Background: an optimization exercise with open tools, aiming at small area, a short achievable clock period and few clock cycles per item. Do not read the settings as production practice.
At most, simulation tests tie the RTL to the original design; equivalence was not proved.

==> inputs of 02-24 <==
==> flow/design.v (excerpt) <==
module multdiv_fast (
	input  logic                  clk_i,
	input  logic                  rst_ni,
	input  logic                  mult_en_i,
	input  logic                  div_en_i,
	input  logic [1:0]            op_i,
	input  logic [1:0]            signed_mode_i,
	input  logic [32-1:0]   op_a_i,
	input  logic [32-1:0]   op_b_i,
	output logic [32-1:0]   result_o,
	output logic                  valid_o
);
clock: 12.0 ns
lec_check: 0
cap_margin: 20
core_margin: 5
core_utilization: 45
place_density: 0.65
setup_slack_margin: 0.15
slew_margin: 20
synth_hierarchical: 1
standard.sh (not shown) runs the stock make flow with config.mk's settings and CLKGATE_MAP_FILE= SYNTH_SCRIPT=/design/flow/synth_recipe.tcl, a recipe that flattens the netlist after the stock synthesis.
==> flow/flow/run.sh <==
#!/bin/bash
# The standard layout (standard.sh), with one change: the port buffers
# that buffer_ports inserts are buf_4 cells rather than its default pick, a
# slow delay buffer. Each tool's output goes to standard.log here.
set -euo pipefail
cd "$(dirname "$0")/.."
export BUFFER_PORTS_ARGS="-buffer_cell sky130_fd_sc_hd__buf_4"
bash standard.sh > standard.log 2>&1
==> 07-14 (differences from 02-24) <==
--- a/flow/design.v
+++ b/flow/design.v
@@ -18,14 +18,13 @@
 	input  logic                  rst_ni,
 	input  logic                  en_i,
 	input  multdiv_pkg::md_req_t  req_i,
 	input  logic [50:0]           acc_q,     
 	output logic [50:0]           acc_d,
 	output logic                  acc_we,
-	input  logic [32-1:0]   other_i,   
-	output logic [32-1:0]   result_o,  
+	output logic [32-1:0]   result_o,
 	output logic                  valid_o
 );
 	localparam int ROWS = 9;
 	localparam int W    = 51;
 	logic          pass_q;
 	logic [32:0]   ext_a;
@@ -1312,14 +1311,13 @@
 	assign sel_p0h = en_i & ~pass_q & ~is_mull;
 	assign sel_p1l = en_i &  pass_q &  is_mull;
 	assign sel_p1h = en_i &  pass_q & ~is_mull;
 	assign result_o = ({32{sel_p0l}} & mac_res[31:0])
 		| ({32{sel_p0h}} & {{13{mac_res[W-1]}}, mac_res[W-1:32]})
 		| ({32{sel_p1l}} & {mac_res[13:0], acc_q[17:0]})
-		| ({32{sel_p1h}} & mac_res[45:14])
-		| other_i;
+		| ({32{sel_p1h}} & mac_res[45:14]);
 	assign valid_o = en_i & (fits_b | pass_q);
 	always_ff @(posedge clk_i or negedge rst_ni) begin
 		if (!rst_ni) begin
 			pass_q <= 1'b0;
 		end else if (en_i) begin
 			pass_q <= ~(fits_b | pass_q);
@@ -1406,30 +1404,29 @@
 			if (abs_a[i]) len_a = 6'(i + 1);
 			if (abs_b[i]) len_b = 6'(i + 1);
 		end
 	end
 	assign a_shorter = (len_a < len_b);
 	assign diff      = 5'(len_a - len_b);
-	assign cnt_init  = 4'((6'(diff) + 6'd2) >> 2);
-	assign shamt     = {cnt_init, 2'b01};
+	assign cnt_init  = 4'((6'(diff) + 6'd1) >> 2);
+	assign shamt     = {cnt_init, 2'b10};
 	logic [31:0] rem_s [STEPS+1];
 	logic [STEPS-1:0] ge_s;
 	assign rem_s[0] = rem_q;
-	for (genvar j = 0; j < STEPS; j += 2) begin : g_step
-		div_step2 #(.DW(DW)) u_step (
+	for (genvar j = 0; j < STEPS; j++) begin : g_step
+		div_step #(.DW(DW)) u_step (
 			.rem_i (rem_s[j]),
 			.den_i (den_q >> j),
-			.rem_h (rem_s[j+1]),
-			.rem_o (rem_s[j+2]),
-			.ge_o  (ge_s[STEPS-1-j -: 2])
+			.rem_o (rem_s[j+1]),
+			.ge_o  (ge_s[STEPS-1-j])
 		);
 	end
 	assign rem_n = rem_s[STEPS];
 	assign quo_n = {quo_q[31-STEPS:0], ge_s};
-	assign rem_l = rem_s[2];
-	assign quo_l = {quo_q[29:0], ge_s[STEPS-1:STEPS-2]};
+	assign rem_l = rem_s[3];
+	assign quo_l = {quo_q[28:0], ge_s[STEPS-1:STEPS-3]};
 	assign res_neg = is_div ? (sign_a ^ sign_b) : sign_a;
 	assign res_mag = is_div ? quo_l : rem_l;
 	always_comb begin
 		if (!en_i) begin
 			result_o = '0;
 		end else if (busy_q) begin
@@ -1477,32 +1474,12 @@
 );
 	logic [32:0] sub;
 	assign sub   = {1'b0, rem_i} - {1'b0, den_i[31:0]};
 	assign ge_o  = (den_i[DW-1:32] == '0) && !sub[32];
 	assign rem_o = ge_o ? sub[31:0] : rem_i;
 endmodule
-module div_step2 #(
-	parameter int DW = 35
-) (
-	input  logic [31:0]   rem_i,
-	input  logic [DW-1:0] den_i,
-	output logic [31:0]   rem_h,     
-	output logic [31:0]   rem_o,
-	output logic [1:0]    ge_o       
-);
-	logic [32:0] sub0;
-	logic [32:0] sub1;
-	logic [DW-1:0] den1;
-	assign den1 = den_i >> 1;
-	assign sub0     = {1'b0, rem_i} - {1'b0, den_i[31:0]};
-	assign ge_o[1]  = (den_i[DW-1:32] == '0) && !sub0[32];
-	assign rem_h    = ge_o[1] ? sub0[31:0] : rem_i;
-	assign sub1     = {1'b0, rem_h} - {1'b0, den1[31:0]};
-	assign ge_o[0]  = (den1[DW-1:32] == '0) && !sub1[32];
-	assign rem_o    = ge_o[0] ? sub1[31:0] : rem_h;
-endmodule
 `timescale 1ns/1ps
 module multdiv_fast (
 	input  logic                  clk_i,
 	input  logic                  rst_ni,
 	input  logic                  mult_en_i,
 	input  logic                  div_en_i,
@@ -1546,13 +1523,12 @@
 		.rst_ni   (rst_ni),
 		.en_i     (mult_en_i),
 		.req_i    (req_i),
 		.acc_q    (shr_q[50:0]),
 		.acc_d    (acc_d),
 		.acc_we   (acc_we),
-		.other_i  (div_result),
 		.result_o (mult_result),
 		.valid_o  (mult_valid)
 	);
 	div_serial u_div (
 		.clk_i    (clk_i),
 		.rst_ni   (rst_ni),
@@ -1562,9 +1538,9 @@
 		.step_d   (div_step_d),
 		.init_d   (div_init_d),
 		.busy_o   (div_busy),
 		.result_o (div_result),
 		.valid_o  (div_valid)
 	);
-	assign result_o = mult_result;
+	assign result_o = div_result | mult_result;
 	assign valid_o  = mult_valid | div_valid;
 endmodule
Settings changed: ABC_AREA set to 1, CORE_UTILIZATION 45 to 35, PLACE_DENSITY 0.65 to 0.55, SETUP_SLACK_MARGIN 0.15 to 0.5.
==> 05-08 (differences from 02-24) <==
--- a/flow/design.v
+++ b/flow/design.v
@@ -18,14 +18,13 @@
 	input  logic                  rst_ni,
 	input  logic                  en_i,
 	input  multdiv_pkg::md_req_t  req_i,
 	input  logic [50:0]           acc_q,     
 	output logic [50:0]           acc_d,
 	output logic                  acc_we,
-	input  logic [32-1:0]   other_i,   
-	output logic [32-1:0]   result_o,  
+	output logic [32-1:0]   result_o,
 	output logic                  valid_o
 );
 	localparam int ROWS = 9;
 	localparam int W    = 51;
 	logic          pass_q;
 	logic [32:0]   ext_a;
@@ -1299,73 +1298,59 @@
 	assign sum_a[48] = c560;
 	assign sum_b[48] = s561;
 	assign sum_a[49] = c562;
 	assign sum_b[49] = s563;
 	assign sum_a[50] = c564;
 	assign sum_b[50] = s565;
-	md_add51 u_add (
-		.a_i (sum_a),
-		.b_i (sum_b),
-		.s_o (mac_res)
-	);
+	logic [W-1:0] kg [7];
+	logic [W-1:0] kp [7];
+	always_comb begin
+		kg[0] = sum_a & sum_b;
+		kp[0] = sum_a ^ sum_b;
+		for (int l = 0; l < 6; l++) begin
+			for (int i = 0; i < W; i++) begin
+				if (i >= (1 << l)) begin
+					kg[l+1][i] = kg[l][i] | (kp[l][i] & kg[l][i - (1 << l)]);
+					kp[l+1][i] = kp[l][i] & kp[l][i - (1 << l)];
+				end else begin
+					kg[l+1][i] = kg[l][i];
+					kp[l+1][i] = kp[l][i];
+				end
+			end
+		end
+	end
+	assign mac_res = kp[0] ^ {kg[6][W-2:0], 1'b0};
 	logic sel_p0l, sel_p0h, sel_p1l, sel_p1h;
-	assign sel_p0l = en_i & ~pass_q &  is_mull;
-	assign sel_p0h = en_i & ~pass_q & ~is_mull;
-	assign sel_p1l = en_i &  pass_q &  is_mull;
-	assign sel_p1h = en_i &  pass_q & ~is_mull;
+	assign sel_p0l = ~pass_q &  is_mull;
+	assign sel_p0h = ~pass_q & ~is_mull;
+	assign sel_p1l =  pass_q &  is_mull;
+	assign sel_p1h =  pass_q & ~is_mull;
 	assign result_o = ({32{sel_p0l}} & mac_res[31:0])
 		| ({32{sel_p0h}} & {{13{mac_res[W-1]}}, mac_res[W-1:32]})
 		| ({32{sel_p1l}} & {mac_res[13:0], acc_q[17:0]})
-		| ({32{sel_p1h}} & mac_res[45:14])
-		| other_i;
+		| ({32{sel_p1h}} & mac_res[45:14]);
 	assign valid_o = en_i & (fits_b | pass_q);
 	always_ff @(posedge clk_i or negedge rst_ni) begin
 		if (!rst_ni) begin
 			pass_q <= 1'b0;
 		end else if (en_i) begin
 			pass_q <= ~(fits_b | pass_q);
 		end
 	end
 	assign acc_d  = mac_res;
 	assign acc_we = en_i & ~pass_q;
 endmodule
-module md_add51 (
-	input  logic [50:0] a_i,
-	input  logic [50:0] b_i,
-	output logic [50:0] s_o
-);
-	localparam int W = 51;
-	logic [W-1:0] kg [7];
-	logic [W-1:0] kp [7];
-	always_comb begin
-		kg[0] = a_i & b_i;
-		kp[0] = a_i ^ b_i;
-		for (int l = 0; l < 6; l++) begin
-			for (int i = 0; i < W; i++) begin
-				if (i & (1 << l)) begin
-					kg[l+1][i] = kg[l][i] | (kp[l][i] & kg[l][((i >> l) << l) - 1]);
-					kp[l+1][i] = kp[l][i] & kp[l][((i >> l) << l) - 1];
-				end else begin
-					kg[l+1][i] = kg[l][i];
-					kp[l+1][i] = kp[l][i];
-				end
-			end
-		end
-	end
-	assign s_o = kp[0] ^ {kg[6][W-2:0], 1'b0};
-endmodule
 `timescale 1ns/1ps
 module div_serial (
 	input  logic                  clk_i,
 	input  logic                  rst_ni,
 	input  logic                  en_i,
 	input  multdiv_pkg::md_req_t  req_i,
 	input  logic [63:0]           shr_q,     
-	output logic [63:0]           step_d,    
-	output logic [31:0]           init_d,    
-	output logic                  busy_o,
+	output logic [63:0]           shr_d,
+	output logic                  shr_we,
 	output logic [32-1:0]   result_o,
 	output logic                  valid_o
 );
 	localparam int STEPS = 4;
 	localparam int DW    = 32 + STEPS - 1;
 	logic                busy_q;
@@ -1411,31 +1396,28 @@
 	assign diff      = 5'(len_a - len_b);
 	assign cnt_init  = 4'((6'(diff) + 6'd2) >> 2);
 	assign shamt     = {cnt_init, 2'b01};
 	logic [31:0] rem_s [STEPS+1];
 	logic [STEPS-1:0] ge_s;
 	assign rem_s[0] = rem_q;
-	for (genvar j = 0; j < STEPS; j += 2) begin : g_step
-		div_step2 #(.DW(DW)) u_step (
+	for (genvar j = 0; j < STEPS; j++) begin : g_step
+		div_step #(.DW(DW)) u_step (
 			.rem_i (rem_s[j]),
 			.den_i (den_q >> j),
-			.rem_h (rem_s[j+1]),
-			.rem_o (rem_s[j+2]),
-			.ge_o  (ge_s[STEPS-1-j -: 2])
+			.rem_o (rem_s[j+1]),
+			.ge_o  (ge_s[STEPS-1-j])
 		);
 	end
 	assign rem_n = rem_s[STEPS];
 	assign quo_n = {quo_q[31-STEPS:0], ge_s};
 	assign rem_l = rem_s[2];
 	assign quo_l = {quo_q[29:0], ge_s[STEPS-1:STEPS-2]};
 	assign res_neg = is_div ? (sign_a ^ sign_b) : sign_a;
 	assign res_mag = is_div ? quo_l : rem_l;
 	always_comb begin
-		if (!en_i) begin
-			result_o = '0;
-		end else if (busy_q) begin
+		if (busy_q) begin
 			result_o = res_neg ? -res_mag : res_mag;
 		end else if (div_by_zero) begin
 			result_o = is_div ? '1 : req_i.op_a;
 		end else begin
 			result_o = is_div ? '0 : req_i.op_a;
 		end
@@ -1460,15 +1442,14 @@
 			end else begin
 				cnt_q <= cnt_init;
 				den_q <= DW'(abs_b) << shamt;
 			end
 		end
 	end
-	assign busy_o = busy_q;
-	assign step_d = {quo_n, rem_n};
-	assign init_d = abs_a;
+	assign shr_we = en_i;
+	assign shr_d  = busy_q ? {quo_n, rem_n} : {32'd0, abs_a};
 endmodule
 module div_step #(
 	parameter int DW = 35
 ) (
 	input  logic [31:0]   rem_i,
 	input  logic [DW-1:0] den_i,
@@ -1477,32 +1458,12 @@
 );
 	logic [32:0] sub;
 	assign sub   = {1'b0, rem_i} - {1'b0, den_i[31:0]};
 	assign ge_o  = (den_i[DW-1:32] == '0) && !sub[32];
 	assign rem_o = ge_o ? sub[31:0] : rem_i;
 endmodule
-module div_step2 #(
-	parameter int DW = 35
-) (
-	input  logic [31:0]   rem_i,
-	input  logic [DW-1:0] den_i,
-	output logic [31:0]   rem_h,     
-	output logic [31:0]   rem_o,
-	output logic [1:0]    ge_o       
-);
-	logic [32:0] sub0;
-	logic [32:0] sub1;
-	logic [DW-1:0] den1;
-	assign den1 = den_i >> 1;
-	assign sub0     = {1'b0, rem_i} - {1'b0, den_i[31:0]};
-	assign ge_o[1]  = (den_i[DW-1:32] == '0) && !sub0[32];
-	assign rem_h    = ge_o[1] ? sub0[31:0] : rem_i;
-	assign sub1     = {1'b0, rem_h} - {1'b0, den1[31:0]};
-	assign ge_o[0]  = (den1[DW-1:32] == '0) && !sub1[32];
-	assign rem_o    = ge_o[0] ? sub1[31:0] : rem_h;
-endmodule
 `timescale 1ns/1ps
 module multdiv_fast (
 	input  logic                  clk_i,
 	input  logic                  rst_ni,
 	input  logic                  mult_en_i,
 	input  logic                  div_en_i,
@@ -1522,49 +1483,40 @@
 	logic [32-1:0] div_result;
 	logic                mult_valid;
 	logic                div_valid;
 	logic [63:0]         shr_q;
 	logic [50:0]         acc_d;
 	logic                acc_we;
-	logic [63:0]         div_step_d;
-	logic [31:0]         div_init_d;
-	logic                div_busy;
-	logic                sel_mult;
-	logic                sel_init;
-	logic                sel_step;
-	assign sel_mult = ~div_en_i;
-	assign sel_init = div_en_i & ~div_busy;
-	assign sel_step = div_en_i &  div_busy;
+	logic [63:0]         div_shr_d;
+	logic                div_shr_we;
 	always_ff @(posedge clk_i) begin
-		if (div_en_i | acc_we) begin
-			shr_q <= ({64{sel_mult}} & {13'd0, acc_d})
-				| ({64{sel_init}} & {32'd0, div_init_d})
-				| ({64{sel_step}} & div_step_d);
+		if (div_en_i) begin
+			if (div_shr_we) shr_q <= div_shr_d;
+		end else if (acc_we) begin
+			shr_q[50:0] <= acc_d;
 		end
 	end
 	mult_mac16 u_mult (
 		.clk_i    (clk_i),
 		.rst_ni   (rst_ni),
 		.en_i     (mult_en_i),
 		.req_i    (req_i),
 		.acc_q    (shr_q[50:0]),
 		.acc_d    (acc_d),
 		.acc_we   (acc_we),
-		.other_i  (div_result),
 		.result_o (mult_result),
 		.valid_o  (mult_valid)
 	);
 	div_serial u_div (
 		.clk_i    (clk_i),
 		.rst_ni   (rst_ni),
 		.en_i     (div_en_i),
 		.req_i    (req_i),
 		.shr_q    (shr_q),
-		.step_d   (div_step_d),
-		.init_d   (div_init_d),
-		.busy_o   (div_busy),
+		.shr_d    (div_shr_d),
+		.shr_we   (div_shr_we),
 		.result_o (div_result),
 		.valid_o  (div_valid)
 	);
-	assign result_o = mult_result;
+	assign result_o = ({32{div_en_i}} & div_result) | ({32{mult_en_i}} & mult_result);
 	assign valid_o  = mult_valid | div_valid;
 endmodule
Settings changed: CORE_UTILIZATION 45 to 35, GPL_TIMING_DRIVEN set to 0, PLACE_DENSITY 0.65 to 0.55, SETUP_SLACK_MARGIN 0.15 to not set.
==> results.yml <==
cells_and_area:
  final_util_pct: 39.4
  drive_gt1_share_pct: 14.2
  layout_commonest_cell: "inv_1"
timing:
  setup_viol: 6
  setup_ws_ns: -0.0896
run_status:
  failed_checks: "setup timing"
  status: "finished with violations"
# the run above: 05-08

==> results.yml <==
run_status:
  status: "complete, no violations"
cells_and_area:
  final_util_pct: 52.0
  drive_gt1_share_pct: 18.2
  layout_commonest_cell: "buf_4"
timing:
  setup_ws_ns: 0.266
  setup_viol: 0
# the run above: 02-24

==> results.yml <==
run_status:
  status: "complete, no violations"
timing:
  setup_ws_ns: 0.732
  setup_viol: 0
logic_synthesis:
  syn_inst: 7486
cells_and_area:
  drive_gt1_share_pct: 12.3
  final_util_pct: 39.6
die:
  start_util_pct: 35.3
# the run above: 07-14

Testbench counts of 05-08, summed over its fixed seeds: cycles 6,276, items 3,200.
For 02-24 and 07-14, only the layout was checked, not whether the RTL still works.

## what the ideal ports hide
In the flow no input, the clock included, has a driving cell. The finished layouts below were timed again as built, in two steps.
Step 1: set_driving_cell puts a clkbuf_16 on clk_i and a buf_2 on each other input, an assumption about the parent block.
Step 2 also shifts input and output timing later by t, the mid clock arrival at the registers, as if the neighbouring blocks saw the same clock.
Slacks: ideal / step 1 / step 2; pairs: ideal / step 1.
run	t (ns)	setup slack, ns	clock arrival spread, ns	slew at the worst register clock pin (ns)
02-24	0.422	0.266 / 0.242 / 0.242	0.013 / 0.014	0.09 / 0.09
07-14	0.461	0.732 / 0.682 / 0.703	0.030 / 0.030	0.10 / 0.10
05-08	0.434	-0.090 / -0.182 / -0.182	0.011 / 0.012	0.09 / 0.09
The setup slack of 05-08, which loses most, moves by -0.092 ns with the drivers and by -0.092 ns with both steps.
